This design comes from an exercise in tuning for small area, a short achievable clock period and few clock cycles per item on the open sky130 flow, not from production work.
The RTL was checked by simulation tests, not by an equivalence proof against the original design.

## design.v

```verilog
`default_nettype none
package elg_pkg;
  localparam int WORD_BITS = 32;
  localparam logic CMD_SIGN   = 1'b0;
  localparam logic CMD_VERIFY = 1'b1;
  localparam logic [1:0] REG_MODULUS   = 2'd0;
  localparam logic [1:0] REG_GENERATOR = 2'd1;
  localparam logic [1:0] REG_SECRET    = 2'd2;
  localparam logic [1:0] REG_PUBLIC    = 2'd3;
endpackage
`default_nettype wire
`default_nettype none
module elg_mod_unit (
  input  wire logic        abit,
  input  wire logic [31:0] r,
  input  wire logic [31:0] b,
  input  wire logic [31:0] m,
  output logic      [31:0] r_next
);
  logic [34:0] x1;
  logic [34:0] y;
  logic [34:0] z1;
  logic [34:0] z2;
  logic [34:0] v;
  logic [34:0] s1;
  logic [34:0] c1;
  logic [34:0] s2;
  logic [34:0] c2;
  logic [34:0] d1;
  logic [34:0] d2;
  always_comb begin
    y  = abit ? {3'b000, b} : 35'd0;
    x1 = {2'b00, r, 1'b1};             
    z1 = {3'b111, ~m};                 
    z2 = {2'b11, ~m, 1'b1};            
    v  = {2'b00, r, 1'b0} + y;
    s1 = x1 ^ y ^ z1;
    c1 = (x1 & y) | (x1 & z1) | (y & z1);
    s2 = x1 ^ y ^ z2;
    c2 = (x1 & y) | (x1 & z2) | (y & z2);
    d1 = s1 + {c1[33:0], 1'b0};        
    d2 = s2 + {c2[33:0], 1'b0};        
    if (!d2[34]) begin
      r_next = d2[31:0];
    end else if (!d1[34]) begin
      r_next = d1[31:0];
    end else begin
      r_next = v[31:0];
    end
  end
endmodule
module elg_mont_step (
  input  wire logic [2:0]  d,        
  input  wire logic [1:0]  q,        
  input  wire logic [35:0] s,        
  input  wire logic [35:0] c,
  input  wire logic        cin,
  input  wire logic [33:0] b,        
  input  wire logic [31:0] p,
  output logic      [35:0] s_next,
  output logic      [35:0] c_next,
  output logic             cin_next
);
  logic [37:0] ss, cc, bb, mag, xr, yr;
  logic [37:0] s1, m1, c1, s2, m2, c2;
  logic        xneg;
  logic [2:0]  lo;
  always_comb begin
    ss = {{2{s[35]}}, s};
    cc = {{2{c[35]}}, c};
    bb = {{4{b[33]}}, b};
    case (d)
      3'b001, 3'b010, 3'b101, 3'b110: mag = bb;
      3'b011, 3'b100:                 mag = {bb[36:0], 1'b0};
      default:                        mag = 38'd0;
    endcase
    xneg = d[2] & ~(d[1] & d[0]);
    xr   = xneg ? ~mag : mag;
    case (q)
      2'd1:    yr = {6'd0, p};
      2'd2:    yr = {5'd0, p, 1'b0};
      2'd3:    yr = ~{6'd0, p[31:1], 1'b0};   
      default: yr = 38'd0;
    endcase
    s1 = ss ^ cc ^ xr;
    m1 = (ss & cc) | (ss & xr) | (cc & xr);
    c1 = {m1[36:0], xneg};
    s2 = s1 ^ c1 ^ yr;
    m2 = (s1 & c1) | (s1 & yr) | (c1 & yr);
    c2 = {m2[36:0], cin};
    lo = {1'b0, s2[1:0]} + {1'b0, c2[1:0]};
    s_next   = s2[37:2];
    c_next   = c2[37:2];
    cin_next = lo[2];
  end
endmodule
module elg_mont_q (
  input  wire logic [2:0] d,
  input  wire logic [1:0] b,
  input  wire logic [1:0] s,        
  input  wire logic [1:0] c,
  input  wire logic       cin,
  input  wire logic       p1,       
  output logic      [1:0] q
);
  logic [1:0] x;
  logic       xneg;
  logic [1:0] w;
  always_comb begin
    case (d)
      3'b001, 3'b010, 3'b101, 3'b110: x = b;
      3'b011, 3'b100:                 x = {b[0], 1'b0};
      default:                        x = 2'd0;
    endcase
    xneg = d[2] & ~(d[1] & d[0]);
    w = s + c + {1'b0, cin} + (xneg ? ~x : x) + {1'b0, xneg};
    q = p1 ? w : (2'd0 - w);
  end
endmodule
module elg_mont_look (
  input  wire logic [5:0] s,
  input  wire logic [5:0] c,
  input  wire logic       cin,
  input  wire logic [2:0] d0,       
  input  wire logic [2:0] d1,
  input  wire logic [2:0] d2,
  input  wire logic [1:0] q0,       
  input  wire logic [5:0] b,
  input  wire logic [5:0] p,
  output logic      [1:0] q1,
  output logic      [1:0] q2
);
  logic [5:0] mag0, x0, y0;
  logic [3:0] mag1, x1;
  logic [1:0] mag2, x2, xl1, xl2;
  logic       n0, n1, n2;
  logic [5:0] a1, b1, a2, b2, m1, m2;
  logic [5:0] l1;
  logic [1:0] w1;
  logic [3:0] yc [4];
  logic [5:0] f1, g1, f2, f3, g3, f4, f5, g5, f6;
  logic [5:0] h1 [4];
  logic [5:0] h2 [4];
  logic [5:0] l2 [4];
  logic [1:0] w2 [4];
  logic [1:0] q2c [4];
  always_comb begin
    case (d0)
      3'b001, 3'b010, 3'b101, 3'b110: mag0 = b;
      3'b011, 3'b100:                 mag0 = {b[4:0], 1'b0};
      default:                        mag0 = 6'd0;
    endcase
    n0 = d0[2] & ~(d0[1] & d0[0]);
    x0 = n0 ? ~mag0 : mag0;
    case (q0)
      2'd1:    y0 = p;
      2'd2:    y0 = {p[4:0], 1'b0};
      2'd3:    y0 = ~{p[5:1], 1'b0};
      default: y0 = 6'd0;
    endcase
    case (d1)
      3'b001, 3'b010, 3'b101, 3'b110: mag1 = b[3:0];
      3'b011, 3'b100:                 mag1 = {b[2:0], 1'b0};
      default:                        mag1 = 4'd0;
    endcase
    n1  = d1[2] & ~(d1[1] & d1[0]);
    x1  = n1 ? ~mag1 : mag1;
    xl1 = x1[1:0] + {1'b0, n1};
    case (d2)
      3'b001, 3'b010, 3'b101, 3'b110: mag2 = b[1:0];
      3'b011, 3'b100:                 mag2 = {b[0], 1'b0};
      default:                        mag2 = 2'd0;
    endcase
    n2  = d2[2] & ~(d2[1] & d2[0]);
    x2  = n2 ? ~mag2 : mag2;
    xl2 = x2 + {1'b0, n2};
    a1 = s ^ c ^ x0;
    m1 = (s & c) | (s & x0) | (c & x0);
    b1 = {m1[4:0], cin};
    a2 = a1 ^ b1 ^ y0;
    m2 = (a1 & b1) | (a1 & y0) | (b1 & y0);
    b2 = {m2[4:0], n0};
    l1 = a2 + b2;
    w1 = l1[3:2] + xl1;
    q1 = p[1] ? w1 : (2'd0 - w1);
    yc[0] = 4'd0;
    yc[1] = p[3:0];
    yc[2] = {p[2:0], 1'b0};
    yc[3] = ~{p[3:1], 1'b0};
    f1 = y0 ^ {x1, 2'b00} ^ {3'd0, n1, 1'b0, n0};
    g1 = (y0 & {x1, 2'b00}) | (y0 & {3'd0, n1, 1'b0, n0}) | ({x1, 2'b00} & {3'd0, n1, 1'b0, n0});
    f2 = {g1[4:0], 1'b0};
    f3 = a1 ^ b1 ^ f1;
    g3 = (a1 & b1) | (a1 & f1) | (b1 & f1);
    f4 = {g3[4:0], 1'b0};
    f5 = f3 ^ f4 ^ f2;
    g5 = (f3 & f4) | (f3 & f2) | (f4 & f2);
    f6 = {g5[4:0], 1'b0};
    for (int k = 0; k < 4; k++) begin
      h1[k]  = f5 ^ f6 ^ {yc[k], 2'b00};
      h2[k]  = (f5 & f6) | (f5 & {yc[k], 2'b00}) | (f6 & {yc[k], 2'b00});
      l2[k]  = h1[k] + {h2[k][4:0], 1'b0};
      w2[k]  = l2[k][5:4] + xl2;
      q2c[k] = p[1] ? w2[k] : (2'd0 - w2[k]);
    end
    case (q1)
      2'd0:    q2 = q2c[0];
      2'd1:    q2 = q2c[1];
      2'd2:    q2 = q2c[2];
      default: q2 = q2c[3];
    endcase
  end
endmodule
`default_nettype wire
`default_nettype none
module elgamal32_sign_verify_unit (
  input  wire logic                          clk,
  input  wire logic                          rst,
  input  wire logic                          psel,
  input  wire logic                          penable,
  input  wire logic                          pwrite,
  input  wire logic [3:0]                    paddr,
  input  wire logic [31:0]                   pwdata,
  output logic [31:0]                        prdata,
  output logic                               pready,
  input  wire logic                          req_valid,
  output logic                               req_stall,
  input  wire logic [128:0]                  req_word,
  output logic                               rsp_valid,
  input  wire logic                          rsp_stall,
  output logic [65:0]                        rsp_word
);
  localparam int NS = 40;
  localparam int I_IDLE = 0;
  localparam int I_ACC = 1;
  localparam int I_OUT = 2;
  localparam int I_EX_FETCH = 3;
  localparam int I_EX_DEC = 4;
  localparam int I_EX_SQ = 5;
  localparam int I_EX_MUL = 6;
  localparam int I_EX_END = 7;
  localparam int I_EX_CVT = 8;
  localparam int I_EX_FIX = 9;
  localparam int I_PC_GH = 10;
  localparam int I_PC_GG = 11;
  localparam int I_SG_GRED = 12;
  localparam int I_SG_A = 13;
  localparam int I_SG_KRED = 14;
  localparam int I_SG_KR2 = 15;
  localparam int I_SG_EX0 = 16;
  localparam int I_SG_KF = 17;
  localparam int I_SG_HR0 = 18;
  localparam int I_SG_HF = 19;
  localparam int I_SG_HRED = 20;
  localparam int I_SG_HR2 = 21;
  localparam int I_SG_U = 22;
  localparam int I_SG_T1 = 23;
  localparam int I_SG_T2 = 24;
  localparam int I_SG_NF1 = 25;
  localparam int I_SG_NF2 = 26;
  localparam int I_SG_S0 = 27;
  localparam int I_SG_S = 28;
  localparam int I_SG_FIN = 29;
  localparam int I_VF_R2 = 30;
  localparam int I_VF_R2B = 31;
  localparam int I_VF_HRED = 32;
  localparam int I_VF_HR2 = 33;
  localparam int I_VF_ARED = 34;
  localparam int I_VF_HA0 = 35;
  localparam int I_VF_HA = 36;
  localparam int I_VF_L = 37;
  localparam int I_VF_GRED = 38;
  localparam int I_VF_CMP = 39;
  localparam logic [5:0] ST_IDLE = 6'd0;
  localparam logic [5:0] ST_ACC = 6'd1;
  localparam logic [5:0] ST_OUT = 6'd2;
  localparam logic [5:0] ST_EX_FETCH = 6'd3;
  localparam logic [5:0] ST_EX_DEC = 6'd4;
  localparam logic [5:0] ST_EX_SQ = 6'd5;
  localparam logic [5:0] ST_EX_MUL = 6'd6;
  localparam logic [5:0] ST_EX_END = 6'd7;
  localparam logic [5:0] ST_EX_CVT = 6'd8;
  localparam logic [5:0] ST_EX_FIX = 6'd9;
  localparam logic [5:0] ST_PC_GH = 6'd10;
  localparam logic [5:0] ST_PC_GG = 6'd11;
  localparam logic [5:0] ST_SG_GRED = 6'd12;
  localparam logic [5:0] ST_SG_A = 6'd13;
  localparam logic [5:0] ST_SG_KRED = 6'd14;
  localparam logic [5:0] ST_SG_KR2 = 6'd15;
  localparam logic [5:0] ST_SG_EX0 = 6'd16;
  localparam logic [5:0] ST_SG_KF = 6'd17;
  localparam logic [5:0] ST_SG_HR0 = 6'd18;
  localparam logic [5:0] ST_SG_HF = 6'd19;
  localparam logic [5:0] ST_SG_HRED = 6'd20;
  localparam logic [5:0] ST_SG_HR2 = 6'd21;
  localparam logic [5:0] ST_SG_U = 6'd22;
  localparam logic [5:0] ST_SG_T1 = 6'd23;
  localparam logic [5:0] ST_SG_T2 = 6'd24;
  localparam logic [5:0] ST_SG_NF1 = 6'd25;
  localparam logic [5:0] ST_SG_NF2 = 6'd26;
  localparam logic [5:0] ST_SG_S0 = 6'd27;
  localparam logic [5:0] ST_SG_S = 6'd28;
  localparam logic [5:0] ST_SG_FIN = 6'd29;
  localparam logic [5:0] ST_VF_R2 = 6'd30;
  localparam logic [5:0] ST_VF_R2B = 6'd31;
  localparam logic [5:0] ST_VF_HRED = 6'd32;
  localparam logic [5:0] ST_VF_HR2 = 6'd33;
  localparam logic [5:0] ST_VF_ARED = 6'd34;
  localparam logic [5:0] ST_VF_HA0 = 6'd35;
  localparam logic [5:0] ST_VF_HA = 6'd36;
  localparam logic [5:0] ST_VF_L = 6'd37;
  localparam logic [5:0] ST_VF_GRED = 6'd38;
  localparam logic [5:0] ST_VF_CMP = 6'd39;
  logic        req_cmd;
  logic [31:0] req_hash;
  logic [31:0] req_k;
  logic [31:0] req_ain;
  logic [31:0] req_bin;
  assign req_cmd  = req_word[128];
  assign req_hash = req_word[127:96];
  assign req_k    = req_word[95:64];
  assign req_ain  = req_word[63:32];
  assign req_bin  = req_word[31:0];
  logic [31:0] p, g, x, h;
  logic        cfg_wr;
  logic        p_small;
  logic        mont;
  assign cfg_wr  = psel & penable & pwrite;
  assign p_small = (p[31:1] == 31'd0);
  assign mont    = p[0];
  assign nbig    = p[0] & p[31];
  assign pready  = 1'b1;
  always_ff @(posedge clk) begin
    if (rst) begin
      p <= 32'd2;
      g <= 32'd1;
      x <= 32'd0;
      h <= 32'd1;
    end else if (cfg_wr) begin
      case (paddr[3:2])
        elg_pkg::REG_MODULUS:   p <= pwdata;
        elg_pkg::REG_GENERATOR: g <= pwdata;
        elg_pkg::REG_SECRET:    x <= pwdata;
        default:                h <= pwdata;
      endcase
    end
  end
  always_comb begin
    case (paddr[3:2])
      elg_pkg::REG_MODULUS:   prdata = p;
      elg_pkg::REG_GENERATOR: prdata = g;
      elg_pkg::REG_SECRET:    prdata = x;
      default:                prdata = h;
    endcase
  end
  logic rqv, cmdq;
  always_ff @(posedge clk) begin
    rqv  <= req_valid & ~rst;
    cmdq <= req_cmd;
  end
  logic [5:0]    sb, state_n;
  logic [NS-1:0] state;
  always_comb begin
    for (int i = 0; i < NS; i++) state[i] = (sb == i);
  end
  logic [35:0] R, R_n;       
  logic [35:0] C, C_n;       
  logic        cin, cin_n;
  logic [33:0] A, A_n;       
  logic [33:0] B, B_n;       
  logic [31:0] M, M_n;       
  logic [33:0] V1, V1_n;     
  logic [33:0] V2, V2_n;     
  logic [31:0] R2, R2_n;     
  logic        r2v;          
  logic [33:0] V3, V3_n;     
  logic        gbusy, gbusy_n;
  logic        mm, mm_n;     
  logic [2:0]  md, md_n;     
  logic [1:0]  mq, mq_n;     
  logic        glast_n;
  logic [6:0]  gcnt, gcnt_n;
  logic [4:0]  ei, ei_n;     
  logic        one, one_n;   
  logic        shamir, shamir_n;
  logic        gsplit, gsplit_n;  
  logic        pre, pre_n;        
  logic        gv, gv_n;          
  logic [33:0] GH, GH_n;
  logic [33:0] GG, GG_n;
  logic [31:0] GM, GM_n;
  logic        isvf, isvf_n;
  logic        dv1, dv1_n, dv2, dv2_n, dv3, dv3_n, dgm, dgm_n, dgg, dgg_n;
  logic        f_t1, f_nf, f_m;
  logic [31:0] E, E_n;
  logic        eu_run, eu_run_n;   
  logic        eu_ph, eu_ph_n;     
  logic        negfix, negfix_n;   
  logic        eu_go;              
  logic        eu_take;
  logic        mload;         
  logic        nbig;          
  logic [4:0]  j, j_n;       
  logic        neg, neg_n;   
  logic        tb, tb_n;     
  logic        se, se_n;
  logic        vf, vf_n;
  logic        stall_q, stall_n;
  logic        rv_q, rv_n;
  logic        eb1, eb2;     
  logic [31:0] r_next;
  logic [35:0] s_next, c_next;
  logic        cin_next;
  logic [35:0] t_sum;        
  logic [35:0] un;           
  logic        glast;
  logic        gl;           
  logic        gm;           
  logic        gmm;          
  logic [6:0]  gc;           
  elg_mod_unit u_mod (
    .abit   (A[31]),
    .r      (R[31:0]),
    .b      (B[31:0]),
    .m      (M),
    .r_next (r_next)
  );
  logic [35:0] s_mid, c_mid;
  logic        cin_mid;
  logic [1:0]  q_mid, q_nx;
  elg_mont_step u_mont1 (
    .d        (md),
    .q        (mq),
    .s        (R),
    .c        (C),
    .cin      (cin),
    .b        (B),
    .p        (p),
    .s_next   (s_mid),
    .c_next   (c_mid),
    .cin_next (cin_mid)
  );
  elg_mont_step u_mont2 (
    .d        (A[3:1]),
    .q        (q_mid),
    .s        (s_mid),
    .c        (c_mid),
    .cin      (cin_mid),
    .b        (B),
    .p        (p),
    .s_next   (s_next),
    .c_next   (c_next),
    .cin_next (cin_next)
  );
  elg_mont_look u_look (
    .s   (R[5:0]),
    .c   (C[5:0]),
    .cin (cin),
    .d0  (md),
    .d1  (A[3:1]),
    .d2  (A[5:3]),
    .q0  (mq),
    .b   (B[5:0]),
    .p   (p[5:0]),
    .q1  (q_mid),
    .q2  (q_nx)
  );
  logic [36:0] t_sum1;
  assign t_sum1 = {s_mid, 1'b1} + {c_mid, cin_mid};
  assign t_sum  = t_sum1[36:1];
  assign un    = mm ? t_sum : {4'b0000, r_next};
  logic [1:0] q_first;
  logic [1:0] a_lo, b_lo;
  elg_mont_q u_qf (
    .d  ({a_lo, 1'b0}),
    .b  (b_lo),
    .s   (2'b00),
    .c   (2'b00),
    .cin (1'b0),
    .p1 (p[1]),
    .q  (q_first)
  );
  logic [31:0] f1, f2;
  logic [31:0] fe;
  always_comb begin
    fe = isvf ? req_hash : req_k;
    if (pre) begin
      f1 = 32'h0001_0000;
      f2 = 32'd0;
    end else if (gsplit) begin
      f1 = {16'd0, fe[31:16]};
      f2 = {16'd0, fe[15:0]};
    end else if (shamir) begin
      f1 = req_ain;
      f2 = req_bin;
    end else begin
      f1 = fe;
      f2 = 32'd0;
    end
  end
  always_ff @(posedge clk) begin
    eb1 <= f1[ei];
    eb2 <= f2[ei];
  end
  logic [33:0] base;
  always_comb begin
    case ({eb1, eb2})
      2'b01:   base = gsplit ? {2'b00, GM} : V2;
      2'b11:   base = gsplit ? GG : V3;
      default: base = gsplit ? GH : (shamir ? V1 : {2'b00, GM});
    endcase
  end
  logic [31:0] sopd, aopd;
  logic [32:0] eu_sub;
  logic [31:0] eu_add;
  always_comb begin
    if (eu_run)     sopd = eu_ph ? V2[31:0] : {V2[30:0], 1'b0};
    else if (f_t1)  sopd = R[31:0];
    else if (f_nf)  sopd = V3[31:0];
    else            sopd = M;
    eu_sub  = {1'b0, V1[31:0]} - {1'b0, sopd};
    eu_add  = eu_run ? (V3[31:0] + E) : (R[31:0] + M);
    eu_take = ~eu_sub[32];
  end
  typedef enum logic [2:0] {R_HOLD, R_STEP, R_ZERO, R_BASE, R_ONE, R_B, R_ADD, R_SUB} rsel_t;
  typedef enum logic [3:0] {A_HOLD, A_STEP, A_SHR, A_EXT, A_R, A_UN, A_V1, A_V3, A_SUB, A_GM} asel_t;
  typedef enum logic [3:0] {B_HOLD, B_SHL, B_SHR, B_ONE, B_R, B_UN, B_V2, B_BASE, B_R2} bsel_t;
  typedef enum logic [2:0] {V1_HOLD, V1_R, V1_M, V1_SUB, V1_A, V1_EXT} v1sel_t;
  typedef enum logic [1:0] {V2_HOLD, V2_R, V2_ZERO} v2sel_t;
  typedef enum logic [2:0] {V3_HOLD, V3_R, V3_ZERO, V3_B, V3_SUB} v3sel_t;
  typedef enum logic [2:0] {E_G, E_H, E_X, E_K, E_HASH, E_AIN, E_TOP} esel_t;
  rsel_t  rs;
  asel_t  as;
  bsel_t  bs;
  v1sel_t v1s;
  v2sel_t v2s;
  v3sel_t v3s;
  esel_t  es;
  logic [31:0] ext;
  logic [6:0]  cvt_cnt;      
  assign cvt_cnt = mont ? 7'd65 : 7'd31;
  always_comb begin
    state_n  = sb;
    rs       = R_HOLD;
    as       = A_HOLD;
    bs       = B_HOLD;
    v1s      = V1_HOLD;
    v2s      = V2_HOLD;
    v3s      = V3_HOLD;
    es       = E_G;
    mload    = 1'b0;
    eu_go    = 1'b0;
    gm       = 1'b0;
    gmm      = 1'b0;
    gc       = 7'd31;
    gbusy_n  = gbusy;
    gcnt_n   = gcnt;
    ei_n     = ei;
    one_n    = one;
    shamir_n = shamir;
    gsplit_n = gsplit;
    pre_n    = pre;
    gv_n     = gv;
    isvf_n   = isvf;
    dv1_n    = 1'b0;
    dv2_n    = 1'b0;
    dv3_n    = 1'b0;
    dgm_n    = 1'b0;
    dgg_n    = 1'b0;
    tb_n     = tb;
    se_n     = se;
    vf_n     = vf;
    stall_n  = 1'b1;
    rv_n     = rv_q;
    gl       = 1'b0;
    if (gbusy) begin
      rs     = R_STEP;
      as     = A_STEP;
      gcnt_n = gcnt - 7'd1;
      if (gcnt == 7'd0) gbusy_n = 1'b0;
    end
    unique case (1'b1)
      state[I_IDLE]: begin
        if (rqv) begin
          isvf_n = cmdq;
          if (p_small) begin
            v2s     = V2_ZERO;
            rs      = R_ZERO;
            se_n    = ~cmdq;
            vf_n    = 1'b0;
            stall_n = 1'b0;
            state_n = ST_ACC;
          end else if (cmdq == elg_pkg::CMD_SIGN) begin
            gsplit_n = 1'b0;
            pre_n    = 1'b0;
            if (nbig) begin
              v1s     = V1_EXT; es = E_K;
              mload   = 1'b1;
              state_n = ST_SG_KF;
            end else begin
              gl = 1'b1; as = A_EXT; es = E_K; bs = B_ONE; gm = 1'b1;
              state_n = ST_SG_KRED;
            end
          end else begin
            gsplit_n = 1'b0;
            pre_n    = 1'b0;
            if (mont && !r2v) begin
              gl = 1'b1; as = A_EXT; es = E_TOP; bs = B_ONE; gc = 7'd68;
              state_n = ST_VF_R2;
            end else if (mont) begin
              gl = 1'b1; as = A_EXT; es = E_H; bs = B_R2; gmm = 1'b1; gc = 7'd8;
              state_n = ST_VF_HRED;
            end else begin
              gl = 1'b1; as = A_EXT; es = E_H; bs = B_ONE; gc = cvt_cnt;
              state_n = ST_VF_HRED;
            end
          end
        end
      end
      state[I_ACC]: begin
        rv_n    = 1'b1;
        state_n = ST_OUT;
      end
      state[I_OUT]: begin
        if (!rsp_stall) begin
          rv_n    = 1'b0;
          state_n = ST_IDLE;
        end
      end
      state[I_EX_FETCH]: state_n = ST_EX_DEC;
      state[I_EX_DEC]: begin
        if (one) begin
          if (eb1 | eb2) begin
            rs    = R_BASE;
            one_n = 1'b0;
          end
          if (ei == 5'd0) begin
            state_n = ST_EX_END;
          end else begin
            ei_n    = ei - 5'd1;
            state_n = ST_EX_FETCH;
          end
        end else begin
          gl = 1'b1; as = A_R; bs = B_R; gmm = mont; gc = mont ? 7'd8 : 7'd31;
          state_n = ST_EX_SQ;
        end
      end
      state[I_EX_SQ]: begin
        if (glast) begin
          if (eb1 | eb2) begin
            gl = 1'b1; as = A_UN; bs = B_BASE; gmm = mont; gc = mont ? 7'd8 : 7'd31;
            state_n = ST_EX_MUL;
          end else if (ei == 5'd0) begin
            state_n = ST_EX_END;
          end else begin
            gl = 1'b1; as = A_UN; bs = B_UN; gmm = mont; gc = mont ? 7'd8 : 7'd31;
            ei_n    = ei - 5'd1;
            state_n = ST_EX_SQ;
          end
        end
      end
      state[I_EX_MUL]: begin
        if (glast) begin
          if (ei == 5'd0) begin
            state_n = ST_EX_END;
          end else begin
            gl = 1'b1; as = A_UN; bs = B_UN; gmm = mont; gc = mont ? 7'd8 : 7'd31;
            ei_n    = ei - 5'd1;
            state_n = ST_EX_SQ;
          end
        end
      end
      state[I_EX_END]: begin
        if (pre) begin
          state_n = ST_PC_GH;
        end else if (one) begin
          rs = R_ONE;
          state_n = ST_EX_FIX;
        end else if (mont) begin
          gl = 1'b1; as = A_R; bs = B_ONE; gmm = 1'b1; gc = 7'd8;
          state_n = ST_EX_CVT;
        end else begin
          state_n = ST_EX_FIX;
        end
      end
      state[I_EX_CVT]: begin
        if (glast) state_n = ST_EX_FIX;
      end
      state[I_EX_FIX]: begin
        if (R[35] && !eu_run) rs = R_ADD;
        if (eu_run)      state_n = ST_EX_FIX;
        else if (!isvf)  state_n = ST_SG_A;
        else if (shamir) state_n = ST_VF_L;
        else             state_n = ST_VF_CMP;
      end
      state[I_PC_GH]: begin
        gl = 1'b1; as = A_GM; bs = B_R; gmm = 1'b1; gc = 7'd8;
        state_n = ST_PC_GG;
      end
      state[I_PC_GG]: begin
        if (glast) begin
          dgg_n    = 1'b1;
          gv_n     = 1'b1;
          pre_n    = 1'b0;
          gsplit_n = 1'b1;
          ei_n     = 5'd15;
          one_n    = 1'b1;
          state_n  = ST_EX_FETCH;
        end
      end
      state[I_SG_GRED]: begin
        if (glast) begin
          dgm_n    = 1'b1;
          one_n    = 1'b1;
          shamir_n = 1'b0;
          pre_n    = mont & ~gv;
          gsplit_n = mont & gv;
          ei_n     = ~mont ? 5'd31 : (gv ? 5'd15 : 5'd16);
          state_n  = ST_EX_FETCH;
        end
      end
      state[I_SG_A]: begin
        v2s     = V2_R;
        state_n = ST_SG_HR0;
      end
      state[I_SG_KF]: begin
        eu_go   = 1'b1;
        state_n = ST_SG_EX0;
      end
      state[I_SG_KRED]: begin
        if (glast) state_n = ST_SG_KR2;
      end
      state[I_SG_KR2]: begin
        eu_go   = 1'b1;
        state_n = ST_SG_EX0;
      end
      state[I_SG_EX0]: begin
        if (mont && gv) begin
          gsplit_n = 1'b1;
          ei_n     = 5'd15;
          one_n    = 1'b1;
          shamir_n = 1'b0;
          state_n  = ST_EX_FETCH;
        end else begin
          gl = 1'b1; as = A_EXT; es = E_G; bs = B_ONE; gc = cvt_cnt;
          state_n = ST_SG_GRED;
        end
      end
      state[I_SG_HR0]: begin
        if (nbig) begin
          v1s     = V1_EXT; es = E_HASH;
          mload   = 1'b1;
          state_n = ST_SG_HF;
        end else begin
          gl = 1'b1; as = A_EXT; es = E_HASH; bs = B_ONE; gm = 1'b1;
          state_n = ST_SG_HRED;
        end
      end
      state[I_SG_HF]: begin
        if (!eu_sub[32]) v1s = V1_SUB;
        gl = 1'b1; as = A_EXT; es = E_X; bs = B_V2; gm = 1'b1;
        state_n = ST_SG_U;
      end
      state[I_SG_HRED]: begin
        if (glast) state_n = ST_SG_HR2;
      end
      state[I_SG_HR2]: begin
        v1s = V1_R;
        gl = 1'b1; as = A_EXT; es = E_X; bs = B_V2; gm = 1'b1;
        state_n = ST_SG_U;
      end
      state[I_SG_U]: begin
        if (glast) state_n = ST_SG_T1;
      end
      state[I_SG_T1]: begin
        rs      = R_SUB;
        tb_n    = eu_sub[32];
        state_n = ST_SG_T2;
      end
      state[I_SG_T2]: begin
        if (tb) rs = R_ADD;
        state_n = negfix ? ST_SG_NF1 : ST_SG_S0;
      end
      state[I_SG_NF1]: begin
        v1s     = V1_M;
        state_n = ST_SG_NF2;
      end
      state[I_SG_NF2]: begin
        v3s     = V3_SUB;
        state_n = ST_SG_S0;
      end
      state[I_SG_S0]: begin
        gl = 1'b1; as = A_V3; bs = B_R; gm = 1'b1;
        state_n = ST_SG_S;
      end
      state[I_SG_S]: begin
        if (glast) state_n = ST_SG_FIN;
      end
      state[I_SG_FIN]: begin
        se_n    = (R[31:0] == 32'd0);
        vf_n    = 1'b0;
        stall_n = 1'b0;
        state_n = ST_ACC;
      end
      state[I_VF_R2]: begin
        if (glast) state_n = ST_VF_R2B;
      end
      state[I_VF_R2B]: begin
        gl = 1'b1; as = A_EXT; es = E_H; bs = B_R; gmm = 1'b1; gc = 7'd8;
        state_n = ST_VF_HRED;
      end
      state[I_VF_HRED]: begin
        if (glast) state_n = ST_VF_HR2;
      end
      state[I_VF_HR2]: begin
        v1s = V1_R;
        if (mont) begin
          gl = 1'b1; as = A_EXT; es = E_AIN; bs = B_R2; gmm = 1'b1; gc = 7'd8;
        end else begin
          gl = 1'b1; as = A_EXT; es = E_AIN; bs = B_ONE; gc = cvt_cnt;
        end
        state_n = ST_VF_ARED;
      end
      state[I_VF_ARED]: begin
        if (glast) begin
          dv2_n = 1'b1;
          state_n = ST_VF_HA0;
        end
      end
      state[I_VF_HA0]: begin
        gl = 1'b1; as = A_V1; bs = B_R; gmm = mont; gc = mont ? 7'd8 : 7'd31;
        state_n = ST_VF_HA;
      end
      state[I_VF_HA]: begin
        if (glast) begin
          dv3_n    = 1'b1;
          ei_n     = 5'd31;
          one_n    = 1'b1;
          shamir_n = 1'b1;
          gsplit_n = 1'b0;
          pre_n    = 1'b0;
          state_n  = ST_EX_FETCH;
        end
      end
      state[I_VF_L]: begin
        v3s = V3_R;
        if (mont && gv) begin
          gsplit_n = 1'b1;
          pre_n    = 1'b0;
          shamir_n = 1'b0;
          ei_n     = 5'd15;
          one_n    = 1'b1;
          state_n  = ST_EX_FETCH;
        end else begin
          gl = 1'b1; as = A_EXT; es = E_G; bs = B_ONE; gc = cvt_cnt;
          state_n = ST_VF_GRED;
        end
      end
      state[I_VF_GRED]: begin
        if (glast) begin
          dgm_n    = 1'b1;
          one_n    = 1'b1;
          shamir_n = 1'b0;
          pre_n    = mont & ~gv;
          gsplit_n = mont & gv;
          ei_n     = ~mont ? 5'd31 : (gv ? 5'd15 : 5'd16);
          state_n  = ST_EX_FETCH;
        end
      end
      state[I_VF_CMP]: begin
        vf_n    = (R[33:0] == V3);
        se_n    = 1'b0;
        v2s     = V2_ZERO;
        rs      = R_ZERO;
        stall_n = 1'b0;
        state_n = ST_ACC;
      end
      default: state_n = ST_IDLE;
    endcase
    if (gl) begin
      rs      = R_ZERO;
      gbusy_n = 1'b1;
      gcnt_n  = gc;
    end
  end
  always_comb begin
    if (state[I_EX_SQ] || state[I_EX_MUL]) begin
      a_lo = t_sum[1:0];
      b_lo = (state[I_EX_SQ] && (eb1 | eb2)) ? base[1:0] : t_sum[1:0];
    end else if (state[I_PC_GH]) begin
      a_lo = GM[1:0];
      b_lo = R[1:0];
    end else if (state[I_VF_HA0]) begin
      a_lo = V1[1:0];
      b_lo = R[1:0];
    end else if (state[I_IDLE] || state[I_VF_HR2]) begin
      a_lo = ext[1:0];
      b_lo = R2[1:0];
    end else if (state[I_VF_R2B]) begin
      a_lo = ext[1:0];
      b_lo = R[1:0];
    end else if (state[I_EX_END]) begin
      a_lo = R[1:0];
      b_lo = 2'd1;
    end else begin
      a_lo = R[1:0];
      b_lo = R[1:0];
    end
  end
  always_comb begin
    case (es)
      E_G:     ext = g;
      E_H:     ext = h;
      E_X:     ext = x;
      E_K:     ext = req_k;
      E_HASH:  ext = req_hash;
      E_AIN:   ext = req_ain;
      default: ext = 32'h8000_0000;
    endcase
  end
  always_comb begin
    case (rs)
      R_HOLD:  R_n = R;
      R_STEP:  R_n = mm ? (glast ? t_sum : s_next) : {4'b0000, r_next};
      R_ZERO:  R_n = 36'd0;
      R_BASE:  R_n = {{2{base[33]}}, base};
      R_ONE:   R_n = 36'd1;
      R_B:     R_n = {{2{B[33]}}, B};
      R_ADD:   R_n = {4'b0000, eu_add};
      default: R_n = {4'b0000, eu_sub[31:0]};
    endcase
    case (as)
      A_HOLD:  A_n = A;
      A_STEP:  A_n = mm ? {{4{A[33]}}, A[33:4]} : {A[32:0], 1'b0};
      A_SHR:   A_n = {3'b000, A[31:1]};
      A_EXT:   A_n = {2'b00, ext};
      A_R:     A_n = R[33:0];
      A_UN:    A_n = un[33:0];
      A_V1:    A_n = V1;
      A_SUB:   A_n = {2'b00, eu_sub[31:0]};
      A_GM:    A_n = {2'b00, GM};
      default: A_n = V3;
    endcase
    case (bs)
      B_HOLD:  B_n = B;
      B_SHL:   B_n = {2'b00, B[30:0], 1'b0};
      B_SHR:   B_n = {3'b000, B[31:1]};
      B_ONE:   B_n = 34'd1;
      B_R:     B_n = R[33:0];
      B_UN:    B_n = un[33:0];
      B_V2:    B_n = V2;
      B_R2:    B_n = {2'b00, R2};
      default: B_n = base;
    endcase
    case (v1s)
      V1_R:    V1_n = R[33:0];
      V1_M:    V1_n = {2'b00, M};
      V1_SUB:  V1_n = {2'b00, eu_sub[31:0]};
      V1_A:    V1_n = A;
      V1_EXT:  V1_n = {2'b00, ext};
      default: V1_n = V1;
    endcase
    case (v2s)
      V2_R:    V2_n = R[33:0];
      V2_ZERO: V2_n = 34'd0;
      default: V2_n = V2;
    endcase
    case (v3s)
      V3_R:    V3_n = R[33:0];
      V3_ZERO: V3_n = 34'd0;
      V3_B:    V3_n = B;
      V3_SUB:  V3_n = {2'b00, eu_sub[31:0]};
      default: V3_n = V3;
    endcase
    M_n  = (gl | mload) ? ((gm | mload) ? (p - 32'd1) : p) : M;
    mm_n = gl ? gmm : mm;
    GH_n = state[I_PC_GH] ? R[33:0] : GH;
    GG_n = dgg ? R[33:0] : GG;
    GM_n = dgm ? R[31:0] : GM;
    R2_n = state[I_VF_R2B] ? R[31:0] : R2;
    if (dv1) V1_n = R[33:0];
    if (dv2) V2_n = R[33:0];
    if (dv3) V3_n = R[33:0];
    E_n      = E;
    j_n      = j;
    neg_n    = neg;
    eu_run_n = eu_run;
    eu_ph_n  = eu_ph;
    negfix_n = negfix;
    if (eu_go) begin
      V1_n     = {2'b00, M};
      V2_n     = state[I_SG_KF] ? {2'b00, (eu_take ? eu_sub[31:0] : V1[31:0])} : {2'b00, R[31:0]};
      V3_n     = 34'd0;
      E_n      = 32'd1;
      j_n      = 5'd0;
      neg_n    = 1'b0;
      eu_run_n = 1'b1;
      eu_ph_n  = 1'b0;
      negfix_n = 1'b0;
    end else if (eu_run) begin
      if (!eu_ph) begin
        if (V2[31:0] == 32'd0) begin
          V3_n     = 34'd0;
          eu_run_n = 1'b0;
        end else if (V2[31:0] == 32'd1) begin
          V3_n     = {2'b00, E};
          negfix_n = neg;
          eu_run_n = 1'b0;
        end else if (!V2[31] && eu_take) begin
          V2_n = {V2[32:0], 1'b0};
          E_n  = {E[30:0], 1'b0};
          j_n  = j + 5'd1;
        end else begin
          eu_ph_n = 1'b1;
        end
      end else if (j != 5'd0) begin
        if (eu_take) begin
          V1_n = {2'b00, eu_sub[31:0]};
          V3_n = {2'b00, eu_add};
        end
        V2_n = {1'b0, V2[33:1]};
        E_n  = {1'b0, E[31:1]};
        j_n  = j - 5'd1;
      end else begin
        V1_n    = V2;
        V2_n    = {2'b00, (eu_take ? eu_sub[31:0] : V1[31:0])};
        V3_n    = {2'b00, E};
        E_n     = eu_take ? eu_add : V3[31:0];
        neg_n   = ~neg;
        eu_ph_n = 1'b0;
      end
    end
    C_n   = gl ? 36'd0 : ((gbusy & mm & ~glast) ? c_next : C);
    cin_n = gl ? 1'b0 : ((gbusy & mm & ~glast) ? cin_next : cin);
    md_n    = gl ? {a_lo, 1'b0} : ((gbusy & mm & ~glast) ? A[5:3] : md);
    mq_n    = gl ? q_first : ((gbusy & mm & ~glast) ? q_nx : mq);
    glast_n = gbusy_n & (gcnt_n == 7'd0);
  end
  always_ff @(posedge clk) begin
    R      <= R_n;
    C      <= C_n;
    cin    <= cin_n;
    A      <= A_n;
    B      <= B_n;
    M      <= M_n;
    V1     <= V1_n;
    V2     <= V2_n;
    R2     <= R2_n;
    V3     <= V3_n;
    mm     <= mm_n;
    md     <= md_n;
    mq     <= mq_n;
    gcnt   <= gcnt_n;
    ei     <= ei_n;
    one    <= one_n;
    shamir <= shamir_n;
    gsplit <= gsplit_n;
    pre    <= pre_n;
    GH     <= GH_n;
    GG     <= GG_n;
    GM     <= GM_n;
    isvf   <= isvf_n;
    dv1    <= dv1_n;
    dv2    <= dv2_n;
    dv3    <= dv3_n;
    dgm    <= dgm_n;
    dgg    <= dgg_n;
    f_t1   <= (state_n == ST_SG_T1);
    f_nf   <= (state_n == ST_SG_NF2);
    E      <= E_n;
    eu_ph  <= eu_ph_n;
    negfix <= negfix_n;
    f_m    <= (state_n == ST_SG_KF) || (state_n == ST_SG_HF);
    j      <= j_n;
    neg    <= neg_n;
    tb     <= tb_n;
    se     <= se_n;
    vf     <= vf_n;
    if (rst) begin
      sb      <= ST_IDLE;
      eu_run  <= 1'b0;
      gv      <= 1'b0;
      r2v     <= 1'b0;
      gbusy   <= 1'b0;
      glast   <= 1'b0;
      stall_q <= 1'b1;
      rv_q    <= 1'b0;
    end else begin
      sb      <= state_n;
      eu_run  <= eu_run_n;
      gv      <= gv_n & ~(cfg_wr & (paddr[3:2] == elg_pkg::REG_MODULUS || paddr[3:2] == elg_pkg::REG_GENERATOR));
      r2v     <= (r2v | state[I_VF_R2B]) & ~(cfg_wr & (paddr[3:2] == elg_pkg::REG_MODULUS));
      gbusy   <= gbusy_n;
      glast   <= glast_n;
      stall_q <= stall_n;
      rv_q    <= rv_n;
    end
  end
  assign req_stall = stall_q;
  assign rsp_valid = rv_q;
  assign rsp_word  = {V2[31:0], R[31:0], se, vf};
endmodule
`default_nettype wire
```

## run.sh

```bash
#!/bin/bash
# synth_recipe.tcl (not shown) runs the flow's synth.tcl, then flattens the netlist and writes it again
# the make line also repeats each setting of config.mk as NAME=value (left out here)
make -C /OpenROAD-flow-scripts/flow DESIGN_CONFIG=/design/flow/config.mk WORK_HOME=/design/flow/orfs CLKGATE_MAP_FILE= SYNTH_SCRIPT=/design/flow/synth_recipe.tcl finish
```

## config.mk

```make
export PLATFORM = sky130hd
export DESIGN_NAME = elgamal32_sign_verify_unit
export DESIGN_NICKNAME = elgamal32_sign_verify_unit
export VERILOG_FILES = /design/flow/design.v
export SDC_FILE = /design/flow/constraint.sdc
export NUM_CORES = 4
export LEC_CHECK = 0
export CAP_MARGIN = 20
export CORE_MARGIN = 2
export CORE_UTILIZATION = 40
export CTS_BUF_LIST = sky130_fd_sc_hd__clkbuf_8
export CTS_CLUSTER_SIZE = 40
export SETUP_SLACK_MARGIN = 4
export SLEW_MARGIN = 20
```

## constraint.sdc

```tcl
create_clock -name core_clock -period 10.0 [get_ports {clk}]
set_input_delay 2.0000 -clock core_clock [delete_from_list [all_inputs] [get_ports {clk}]]
set_output_delay 2.0000 -clock core_clock [all_outputs]
set_load 0.01 [all_outputs]
```

==> flow_summary.toml, run 1 <==
[timing]
rsz0062_at_grt = "yes"
report.final.slew_viol_count = 0
timing.final.crit_share = 0.620
max_slew.worst_pin.slew_ns = 1.29
final-hold-violation-count = 0
finalClockSkew_ns = 0.0667
post-route-min-period_ns = 6.20
finalSetupViolations = 0
fmax_mhz = 161
slew-limit-headroom = 0.134
setup_slack_ns = 3.80
setup_total_negative_slack_ns = 0

[routing]
route.met2.wl_um = 139000
drt-initial-drc-count = 11000
post_drt_antenna_nets = 0
avgRoutedWirePerCell_um = 35.2
drc_violation_count_after_routing = 0
met3_length_um = 52100
dr_total_vias = 66800
routed.top_layer = "met5"
wirelength_met1_um = 132000
routed_wire_length_um = 345000
vias_per_cell = 6.82
dr.pass1.iters = 13

[critical_path]
cpMaxStageDelayCell = "fa_2"
crit_top_cell = "xnor2_1"
timing.rr.end = "mq[1]"
timing.reg2reg.worst_path_depth = 25
cp_slowest_stage_delay_ns = 0.60
critical_path.max_fanout = 4
timing.critical_path.arrival_ns = 6.84
crit_path_kind = "reg2reg"
start_kind = "register"
worst-r2r-setup-slack_ns = 3.80
critPathRequiredTime_ns = 10.64
timing.critical_path.to_type = "register"
reg2reg_from = "md[1]"

[floorplanning]
placement_rows = 144
start_util = 0.402
floorplan.io_pins = 273
floorplan.die.width_um = 397
fp.dieH_um = 397
core_area_mm2 = 0.154
die_area_mm2 = 0.158

[global_routing]
track_usage = 0.419
remaining_overflow_grt = 0
antenna_found_initial = 34
first_pass_grt_wire_length_um = 475000
vias_in_the_first_global_route = 61700
largest_net_degree_at_the_start_of_global_routing = 101

[logic_synthesis]
post_synth_instance_area_mm2 = 0.0619
netlist_instances = 7547
yosys_register_bits = 624
syn-mean-instance-area_um2 = 8.20
synthArstFlopShare = 0
ys_seq_area_frac = 0.248
synth.distinct_cells = 109
ys_dominant_reg_cell = "dfxtp_1"
synth-edff-count = 286
synth_warnings = 11
mappedNetlistNets = 8236

[place]
post-dp-hpwl_um = 258000
post-place-ws_ns = 2.66
detailed_place.area_mm2 = 0.0665
placement.io_buffers = 269
gp_routability_congestion = 1.04

[layout]
fin_nets = 8324
layout.cell_area.non_filler_mm2 = 0.0712
final_layout_size_suffix_gt1_frac = 0.121
layout_commonest_cell = "nand2_1"
layout.cells.most_common_list = "nand2_1 (833), a21oi_1 (685), nor2_1 (603)"
post-route-util = 0.463
area_delta_synth_final_pct = 15.0

[worst_hold_path]
min_delay_path_depth = 2
worstHoldPathType = "reg2reg"
hp-start = "C[34]"
holdPathEnd = "C[34]"

[run_status]
run_status = "no timing/DRC/antenna violations"

[flow_run]
max-cap-violations = 0

[clocking]
clkLatencyLatePin_ns = 0.94
cts.root.buffer_cell = "clkbuf_8"
cts_buffers = 131
cts_tree = "built"
cts_h_tree_depth = 4
clk_path_buf_depth = 3
cts_num_sinks = 624
cts.reportedPaths.clkPinSlew_ns = 0.07
[how the worst max path moves through the flow]
| stage | cells after the start | endpoint | start | slack [ns] |
|---|---|---|---|---|
| 6_report | 25 | mq[1] | md[1] | 3.80 |
| 5_1_grt | 25 | mq[1] | md[1] | 3.63 |
| 4_1_cts | 23 | mq[1] | md[1] | 3.75 |
| 3_5_place_dp | 20 | R[25] | md[0] | 2.66 |
| 3_3_place_gp | 20 | R[25] | md[0] | 2.67 |
| 2_1_floorplan | 21 | R[25] | md[1] | 4.03 |
[state kept, by name (all words and copies together), names as in the netlist, 6 cells and up]
name	count
C	36
R	36
A	34
B	34
GG	34
GH	34
V1	34
V2	34
V3	34
E	32
GM	32
M	32
R2	32
g	32
h	32
p	32
x	32
gcnt	7
sb	6
[through the flow]
| step | hold WS (ns) | cells |
|---|---|---|
| after floorplan | 0.406 | 7547 |
| after global placement | 0.444 | 9455 |
| after detailed placement | 0.448 | 9457 |
| after CTS | 0.455 | 9731 |
| after global routing | 0.480 | 9790 |
| final | 0.455 | 9804 |
[kinds of logic after synthesis]
family                   synth area share
AND/OR/NAND/NOR                     0.148
flip-flops                          0.248
AO/OA/AOI/OAI                       0.271
adder cells (fa/ha/maj)             0.133
buffers and inverters              0.0752
multiplexers                       0.0696
other                           0.0000606
XOR/XNOR                           0.0555
[what timing repair did]
| item | 4_1_cts | 5_1_grt |
|---|---|---|
| gates resized for setup | 90 | 133 |
| pin swaps | 29 | 86 |
| setup endpoints to repair | 259 | 161 |
| setup buffers | 32 | 49 |
| hold buffers | 0 | 0 |
| cloned | 4 | 3 |
[metal layers]
layer	track usage	vias up
li1	-	27800
met1	0.547	32700
met5	0	-
met3	0.171	1050
met4	0.223	22
met2	0.587	5269
[worst max-delay path: cells and delay by family, from the launching register on]
| family | cells | cell delay [ns] |
|---|---|---|
| adders and majority gates | 7 | 3.10 |
| xor gates and xnor gates | 5 | 0.78 |
| AOI/OAI and AO/OA | 3 | 0.56 |
| DFF | 1 | 0.45 |
| buffers and inverters | 5 | 0.42 |
| muxes | 2 | 0.38 |
| and+or+nand+nor | 3 | 0.20 |
[Yosys cell counts, drive strengths merged, types with 115 or more instances]
cell type    n  area [um2]
ha         284        3550
fa         233        4660
inv        484        1820
buf        181        1010
mux2i      191        1910
xnor2      253        2220
edfxtp     286        8590
a222oi     129        1290
a221oi     115        1010
a21oi      702        3520
o21ai      421        2120
nor3       122         621
dfxtp      338        6770
nor2       628        2360
nand2      840        3150
a22oi      170        1280
clkbuf     482        1810
xor2       134        1170
[final cells by class]
cell class,count,area (um2)
timing repair buffer,615,5550
fill,15400,82600
clock inverter,91,763
multi-input combinational,5775,43100
clock buffer,147,2020
inverter,488,1840
tap,2044,2560
antenna,20,50.0
sequential,624,15400
Testbench counts, summed over its fixed seeds: cycles 174,278, items 320.
==> run 2, diff against run 1 <==
--- a/design.v
+++ b/design.v
@@ -70,10 +70,6 @@
     cc = {{2{c[35]}}, c};
     bb = {{4{b[33]}}, b};
-    case (d)
-      3'b001, 3'b010, 3'b101, 3'b110: mag = bb;
-      3'b011, 3'b100:                 mag = {bb[36:0], 1'b0};
-      default:                        mag = 38'd0;
-    endcase
-    xneg = d[2] & ~(d[1] & d[0]);
+    mag  = ({38{d[0]}} & bb) | ({38{d[1]}} & {bb[36:0], 1'b0});
+    xneg = d[2];
     xr   = xneg ? ~mag : mag;
     case (q)
@@ -146,10 +142,6 @@
   logic [1:0] q2c [4];
   always_comb begin
-    case (d0)
-      3'b001, 3'b010, 3'b101, 3'b110: mag0 = b;
-      3'b011, 3'b100:                 mag0 = {b[4:0], 1'b0};
-      default:                        mag0 = 6'd0;
-    endcase
-    n0 = d0[2] & ~(d0[1] & d0[0]);
+    mag0 = ({6{d0[0]}} & b) | ({6{d0[1]}} & {b[4:0], 1'b0});
+    n0   = d0[2];
     x0 = n0 ? ~mag0 : mag0;
     case (q0)
@@ -212,4 +204,14 @@
   end
 endmodule
+module elg_booth_dec (
+  input  wire logic [2:0] w,
+  output logic      [2:0] dd
+);
+  always_comb begin
+    dd[0] = w[1] ^ w[0];
+    dd[1] = (w == 3'b011) || (w == 3'b100);
+    dd[2] = w[2] & ~(w[1] & w[0]);
+  end
+endmodule
 `default_nettype wire
 `default_nettype none
@@ -441,6 +443,8 @@
     .cin_next (cin_mid)
   );
+  logic [2:0] dd2, dd_ld, dd_st;
+  elg_booth_dec u_bd2 (.w(A[3:1]), .dd(dd2));
   elg_mont_step u_mont2 (
-    .d        (A[3:1]),
+    .d        (dd2),
     .q        (q_mid),
     .s        (s_mid),
@@ -472,4 +476,6 @@
   logic [1:0] q_first;
   logic [1:0] a_lo, b_lo;
+  elg_booth_dec u_bdl (.w({a_lo, 1'b0}), .dd(dd_ld));
+  elg_booth_dec u_bds (.w(A[5:3]), .dd(dd_st));
   elg_mont_q u_qf (
     .d  ({a_lo, 1'b0}),
@@ -1033,5 +1039,5 @@
     C_n   = gl ? 36'd0 : ((gbusy & mm & ~glast) ? c_next : C);
     cin_n = gl ? 1'b0 : ((gbusy & mm & ~glast) ? cin_next : cin);
-    md_n    = gl ? {a_lo, 1'b0} : ((gbusy & mm & ~glast) ? A[5:3] : md);
+    md_n    = gl ? dd_ld : ((gbusy & mm & ~glast) ? dd_st : md);
     mq_n    = gl ? q_first : ((gbusy & mm & ~glast) ? q_nx : mq);
     glast_n = gbusy_n & (gcnt_n == 7'd0);
--- a/config.mk
+++ b/config.mk
@@ -11,4 +11,4 @@
 export CTS_BUF_LIST = sky130_fd_sc_hd__clkbuf_8
 export CTS_CLUSTER_SIZE = 40
-export SETUP_SLACK_MARGIN = 4
+export SETUP_SLACK_MARGIN = 4.5
 export SLEW_MARGIN = 20
==> run 2 against run 1 <==
Against the previous run: still clean; count of clock-buffer cells in the layout is 16 lower; critical path depth shrank 1; core utilization hardly changed; setup slack improved by 0.20 ns; die area decreased by 0.23%; cell count shrank 0.69%; largest cell class unchanged; highest routed layer unchanged.
==> flow_summary.toml, run 2 <==
[run_status]
run_status = "no timing/DRC/antenna violations"

[layout]
top_regs = "C (36), R (36)"
layout.cells.most_common_list = "nand2_1 (936), a21oi_1 (628), inv_1 (588)"
layout_commonest_cell = "nand2_1"
fin_nets = 8283
layout.cell_area.non_filler_mm2 = 0.0711
area_delta_synth_final_pct = 15.1
final_layout_size_suffix_gt1_frac = 0.122

[timing]
finalClockSkew_ns = 0.0947
fmax_mhz = 167
final-hold-violation-count = 0
max_slew.worst_pin.slew_ns = 1.29
slew-limit-headroom = 0.135
post-route-min-period_ns = 5.99
report.final.slew_viol_count = 0
rsz0062_at_grt = "yes"
timing.final.crit_share = 0.599
setup_slack_ns = 4.01
finalSetupViolations = 0
whs_ns = 0.458
setup_total_negative_slack_ns = 0

[global_routing]
remaining_overflow_grt = 0
vias_in_the_first_global_route = 60600
first_pass_grt_wire_length_um = 441000
largest_net_degree_at_the_start_of_global_routing = 121
antenna_found_initial = 13
track_usage = 0.383

[floorplanning]
die_area_mm2 = 0.158
start_util = 0.402
core_area_mm2 = 0.154
fp.dieH_um = 397
floorplan.die.width_um = 397
floorplan.io_pins = 273
placement_rows = 144

[logic_synthesis]
mappedNetlistNets = 8182
synth.distinct_cells = 117
netlist_instances = 7487
ys_dominant_reg_cell = "dfxtp_1"
post_synth_instance_area_mm2 = 0.0618
syn-mean-instance-area_um2 = 8.25
synth-edff-count = 287
post-synth-top-area-cell = "edfxtp_1"
post-synth-top-area-fraction = 0.140
synth_warnings = 12
synth.area.top_cells = "edfxtp_1 (14%), dfxtp_1 (11%), fa_1 (7.6%)"
synth_most_common_cell = "nand2_1"
yosys_register_bits = 624
synthArstFlopShare = 0
top_cell_types_by_occurrence_after_synthesis = "nand2_1 (945), a21oi_1 (638), inv_1 (559), o21ai_0 (469), nor2_1 (447)"
ys_seq_area_frac = 0.249

[critical_path]
start_kind = "register"
timing.critical_path.arrival_ns = 6.60
critical_path.max_fanout = 3
crit_path_kind = "reg2reg"
critPathRequiredTime_ns = 10.60
timing.critical_path.to_type = "register"

[routing]
routed_wire_length_um = 315000
drt-initial-drc-count = 10300
dr.pass1.iters = 12
post_drt_antenna_nets = 0
dr_total_vias = 64600
avgRoutedWirePerCell_um = 32.4
drc_violation_count_after_routing = 0
vias_per_cell = 6.63

[flow_run]
max-cap-violations = 0

[clocking]
cts.root.buffer_cell = "clkbuf_8"
cts_buffers = 119
cts.hold.buffers_added = 0
clkLatencyLatePin_ns = 0.93
cts.reportedPaths.clkPinSlew_ns = 0.07
cts_h_tree_depth = 3
cts_num_sinks = 624
cts_tree = "built"
clk_path_buf_depth = 3

[place]
placement.io_buffers = 269
post-dp-hpwl_um = 232000
gp_routability_congestion = 1.02
post-place-ws_ns = 2.78
detailed_place.area_mm2 = 0.0663

[worst_hold_path]
worstHoldPathType = "reg2reg"
-- run 2: cell types whose count changed in the layout (fill, tap and decap cells not counted), moves of 22 or more --
cell	previous run	this run
nor2_1	603	428
o21ai_0	399	450
a211oi_1	97	61
buf_4	314	292
xor2_1	131	156
a21oi_1	685	628
nand2_1	833	936
a22o_1	20	43
mux2_2	32	56
a222oi_1	129	99
inv_1	508	588
-- run 2: path summary, 6_finish.rpt --
| path | start | end | slack, ns | depth (start not counted) |
|---|---|---|---|---|
| setup / recovery | A[1] | mq[1] | 4.01 | 24 |
| hold / removal | C[35] | C[35] | 0.46 | 2 |
| setup reg to reg | A[1] | mq[1] | 4.01 | 24 |
| hold reg to reg | C[35] | C[35] | 0.46 | 2 |
-- run 2: kinds of logic after synthesis --
family | share of synthesized area
XOR/XNOR | 0.0606
other | 0.0000607
multiplexers | 0.0696
buffers and inverters | 0.0794
AO/OA/AOI/OAI | 0.264
AND/OR/NAND/NOR | 0.143
adder cells (fa/ha/maj) | 0.134
flip-flops | 0.249
-- run 2: repair_timing --
action	4_1_cts	5_1_grt
setup endpoints to repair	315	193
cloned	8	6
pin swaps	47	42
buffers inserted	50	44
resized for setup	165	121
-- run 2: metrics by stage --
step                      cells   util
final                      9736  0.463
after global routing       9731  0.463
after CTS                  9679  0.456
after detailed placement   9402  0.431
after global placement     9401  0.431
after floorplan            7487      -
-- run 2: critical path: stages, from the launching register on --
cell      delay [ns]
edfxtp_1        0.48
buf_6           0.17
ha_4            0.14
or2_4           0.30
a22oi_2         0.24
xnor2_2         0.15
ha_1            0.27
fa_1            0.55
inv_2           0.05
fa_2            0.59
inv_2           0.06
fa_1            0.49
nand2_2         0.06
fa_1            0.51
inv_1           0.05
ha_2            0.18
xnor2_2         0.13
xnor2_1         0.20
xnor2_1         0.10
mux2i_1         0.22
xnor2_1         0.12
a21oi_1         0.17
o21ai_1         0.11
a211oi_2        0.30
a21oi_1         0.07
-- run 2: cell type report --
type	instances	area, um2
Timing Repair Buffer	614	5890
Sequential cell	624	15400
Clock buffer	131	1800
Multi-Input combinational cell	5662	42700
Fill cell	15000	82600
Antenna cell	6	15.0
Inverter	567	2150
Clock inverter	88	653
Tap cell	2044	2560
-- run 2: routing by layer --
layer / up-vias / wire [um] / GRT usage
met5: - / 69 / 0
met4: 12 / 20300 / 0.200
met3: 960 / 46400 / 0.141
met2: 4945 / 130000 / 0.561
met1: 31300 / 118000 / 0.491
li1: 27400 / - / -
Testbench counts of run 2, summed over its fixed seeds: cycles 174,278, items 320.
==> run 3, diff against run 2 <==
--- a/config.mk
+++ b/config.mk
@@ -11,4 +11,4 @@
 export CTS_BUF_LIST = sky130_fd_sc_hd__clkbuf_8
 export CTS_CLUSTER_SIZE = 40
-export SETUP_SLACK_MARGIN = 4.5
+export SETUP_SLACK_MARGIN = 4
 export SLEW_MARGIN = 20
==> run 3 against run 2 <==
Against the previous run: cell count shrank 0.83%; sequential share of layout area is 0.45 points higher; first-iteration DRC count shrank 7.8%; largest cell class unchanged; sequential cell count stayed put; setup slack worse by 0.036 ns; design area is 2.1% lower; critical path type unchanged; non-clock buffer count shrank 87; clock skew up 0.0015 ns; critical path depth fell by 9; via count is 1.2% lower; die area unchanged.
==> flow_summary.toml, run 3 <==
[routing]
dr.pass1.iters = 11
vias_per_cell = 6.61
drc_violation_count_after_routing = 0
post_drt_antenna_nets = 0
dr_total_vias = 63800
avgRoutedWirePerCell_um = 31.9
drt-initial-drc-count = 9540
routed_wire_length_um = 308000

[logic_synthesis]
post-synth-top-area-cell = "edfxtp_1"
synth.distinct_cells = 117
synth-edff-count = 287
synthArstFlopShare = 0
synth_most_common_cell = "nand2_1"
ys_dominant_reg_cell = "dfxtp_1"
synth.area.top_cells = "edfxtp_1 (14%), dfxtp_1 (11%), fa_1 (7.6%)"
yosys_register_bits = 624
syn-mean-instance-area_um2 = 8.25
post-synth-top-area-fraction = 0.140
synth_warnings = 12
post_synth_instance_area_mm2 = 0.0618
netlist_instances = 7487
mappedNetlistNets = 8182
top_cell_types_by_occurrence_after_synthesis = "nand2_1 (945), a21oi_1 (638), inv_1 (559), o21ai_0 (469), nor2_1 (447)"
ys_seq_area_frac = 0.249

[timing]
fmax_mhz = 166
finalSetupViolations = 0
timing.final.crit_share = 0.603
max_slew.worst_pin.slew_ns = 1.32
rsz0062_at_grt = "yes"
setup_slack_ns = 3.97
finalClockSkew_ns = 0.0962
final-hold-violation-count = 0
post-route-min-period_ns = 6.03
report.final.slew_viol_count = 0
setup_total_negative_slack_ns = 0
slew-limit-headroom = 0.118

[critical_path]
critPathRequiredTime_ns = 10.59
crit_path_kind = "reg2reg"
worst-r2r-setup-slack_ns = 3.97
setup.worst_path.start = "M[1]"
timing.critical_path.to_type = "register"
start_kind = "register"
critical_path.max_fanout = 30
timing.critical_path.arrival_ns = 6.62
reg2reg_from = "M[1]"

[floorplanning]
placement_rows = 144
floorplan.die.width_um = 397
floorplan.io_pins = 273
core_area_mm2 = 0.154
start_util = 0.402
die_area_mm2 = 0.158
fp.dieH_um = 397

[place]
post-dp-hpwl_um = 231000
post-place-ws_ns = 2.79
placement.io_buffers = 269
gp_routability_congestion = 1.09

[layout]
post-route-util = 0.453
layout_commonest_cell = "nand2_1"
final_layout_size_suffix_gt1_frac = 0.104
top_regs = "C (36), R (36)"
layout.cells.most_common_list = "nand2_1 (941), a21oi_1 (633), inv_1 (586)"
area_delta_synth_final_pct = 12.8
fin_nets = 8197

[clocking]
cts.reportedPaths.clkPinSlew_ns = 0.06
clkLatencyLatePin_ns = 0.95
cts_h_tree_depth = 3
cts_buffers = 120
clk_path_buf_depth = 3
cts.hold.buffers_added = 0
cts.root.buffer_cell = "clkbuf_8"
cts_num_sinks = 624
cts_tree = "built"

[global_routing]
vias_in_the_first_global_route = 60400
track_usage = 0.378
largest_net_degree_at_the_start_of_global_routing = 124
remaining_overflow_grt = 0
antenna_found_initial = 17
first_pass_grt_wire_length_um = 437000

[worst_hold_path]
worstHoldPathType = "reg2reg"
hp-start = "C[34]"

[flow_run]
max-cap-violations = 0

[run_status]
run_status = "no timing/DRC/antenna violations"
[run 3: changes by cell type in the layout (fill, tap and decap cells not counted), sizes merged]
cell | previous run | this run
clkinvlp | 3 | 6
clkinv | 42 | 38
buf | 337 | 258
inv | 601 | 599
dlygate4sd2 | 7 | 0
bufinv | 9 | 14
clkdlybuf4s50 | 249 | 266
clkbuf | 138 | 141
bufbuf | 4 | 0
dlymetal6s2s | 10 | 0
diode | 6 | 3
[run 3: routing by layer]
layer / vias to the layer above / global-route usage / wire length, um
met5: - / 0 / 96
met4: 14 / 0.174 / 16900
met3: 831 / 0.126 / 44200
met2: 4764 / 0.558 / 129000
met1: 31000 / 0.496 / 118000
li1: 27200 / - / -
[run 3: through the flow]
step           hold slack, ns  cell area, um2  instances
6_report                0.459           69700       9655
5_1_grt                 0.474           69700       9653
4_1_cts                 0.456           69300       9638
3_5_place_dp            0.448           66200       9394
3_3_place_gp            0.444           66200       9393
2_1_floorplan           0.436           61800       7487
[run 3: path summary, 6_finish.rpt]
kind                               to  cells after the start
worst min-delay path            C[34]                      2
worst max register to register   B[3]                     15
worst max-delay path             B[3]                     15
worst min register to register  C[34]                      2
[run 3: kinds of logic after synthesis]
| family | count (synthesis) | share of synthesized area |
|---|---|---|
| buffers and inverters | 1202 | 0.0794 |
| flip-flops | 624 | 0.249 |
| AO/OA/AOI/OAI | 2415 | 0.264 |
| multiplexers | 316 | 0.0696 |
| AND/OR/NAND/NOR | 1980 | 0.143 |
| other | 1 | 0.0000607 |
| adder cells (fa/ha/maj) | 523 | 0.134 |
| XOR/XNOR | 426 | 0.0606 |
[run 3: layout make-up]
class                   count  area, um2
repair buffers            527       4800
clock inverters            90        838
inverters                 567       2140
flip-flops and latches    624      15400
fillers                 15300      84000
diodes                      3       7.51
clock buffers             138       1900
well taps                2044       2560
multi-input cells        5662      42000
[run 3: critical path, cell delays in order (launching register included)]
cell       delay (ns)
edfxtp_1         0.75
inv_1            0.37
fa_1             0.54
ha_1             0.31
a211o_1          0.36
a2111oi_4        0.43
o311ai_2         0.26
a21bo_1          0.35
o2111a_1         0.35
o211a_1          0.40
or2_1            0.31
buf_6            0.23
nand2_1          0.15
a311oi_1         0.12
a21oi_1          0.47
o21ai_0          0.29
[run 3: repair_timing]
item,4_1_cts,5_1_grt
resized for setup,46,59
cloned,1,2
buffers inserted,15,12
setup endpoints to repair,144,92
pin swaps,9,15

[separate check: timing with driven ports]
The flow's constraints put no driver on any port. The routed layouts listed below were extracted and timed again, unchanged, in two steps.
Step 1 (the two cells are an assumption about what drives the block):
set clk [get_ports {clk}]
set_driving_cell -lib_cell sky130_fd_sc_hd__clkbuf_16 $clk
set_driving_cell -lib_cell sky130_fd_sc_hd__buf_2 [delete_from_list [all_inputs] $clk]
Step 2 adds t to the input delays and takes it off the output delays; t is the mean of the earliest and latest rising clock arrival at the registers after step 1. Input paths then give back, and output paths get back, about the clock's delay inside the block.
a / b / c = ideal ports / drivers / drivers and shift; a / b = the first two.
run | t, ns | setup slack, ns | hold slack, ns | worst slew at a driven data input, ns
run 1 | 0.983 | 3.805 / 3.805 / 3.805 | 0.455 / 0.455 / 0.455 | 0.14
run 2 | 0.967 | 4.008 / 4.008 / 3.851 | 0.458 / 0.458 / 0.458 | 0.10
run 3 | 0.990 | 3.971 / 3.971 / 3.789 | 0.459 / 0.459 / 0.459 | 0.10
After both steps every run listed still meets setup and hold. For run 3, which loses most, drivers alone change the setup slack by 0.000 ns; drivers and shift together by -0.182 ns.
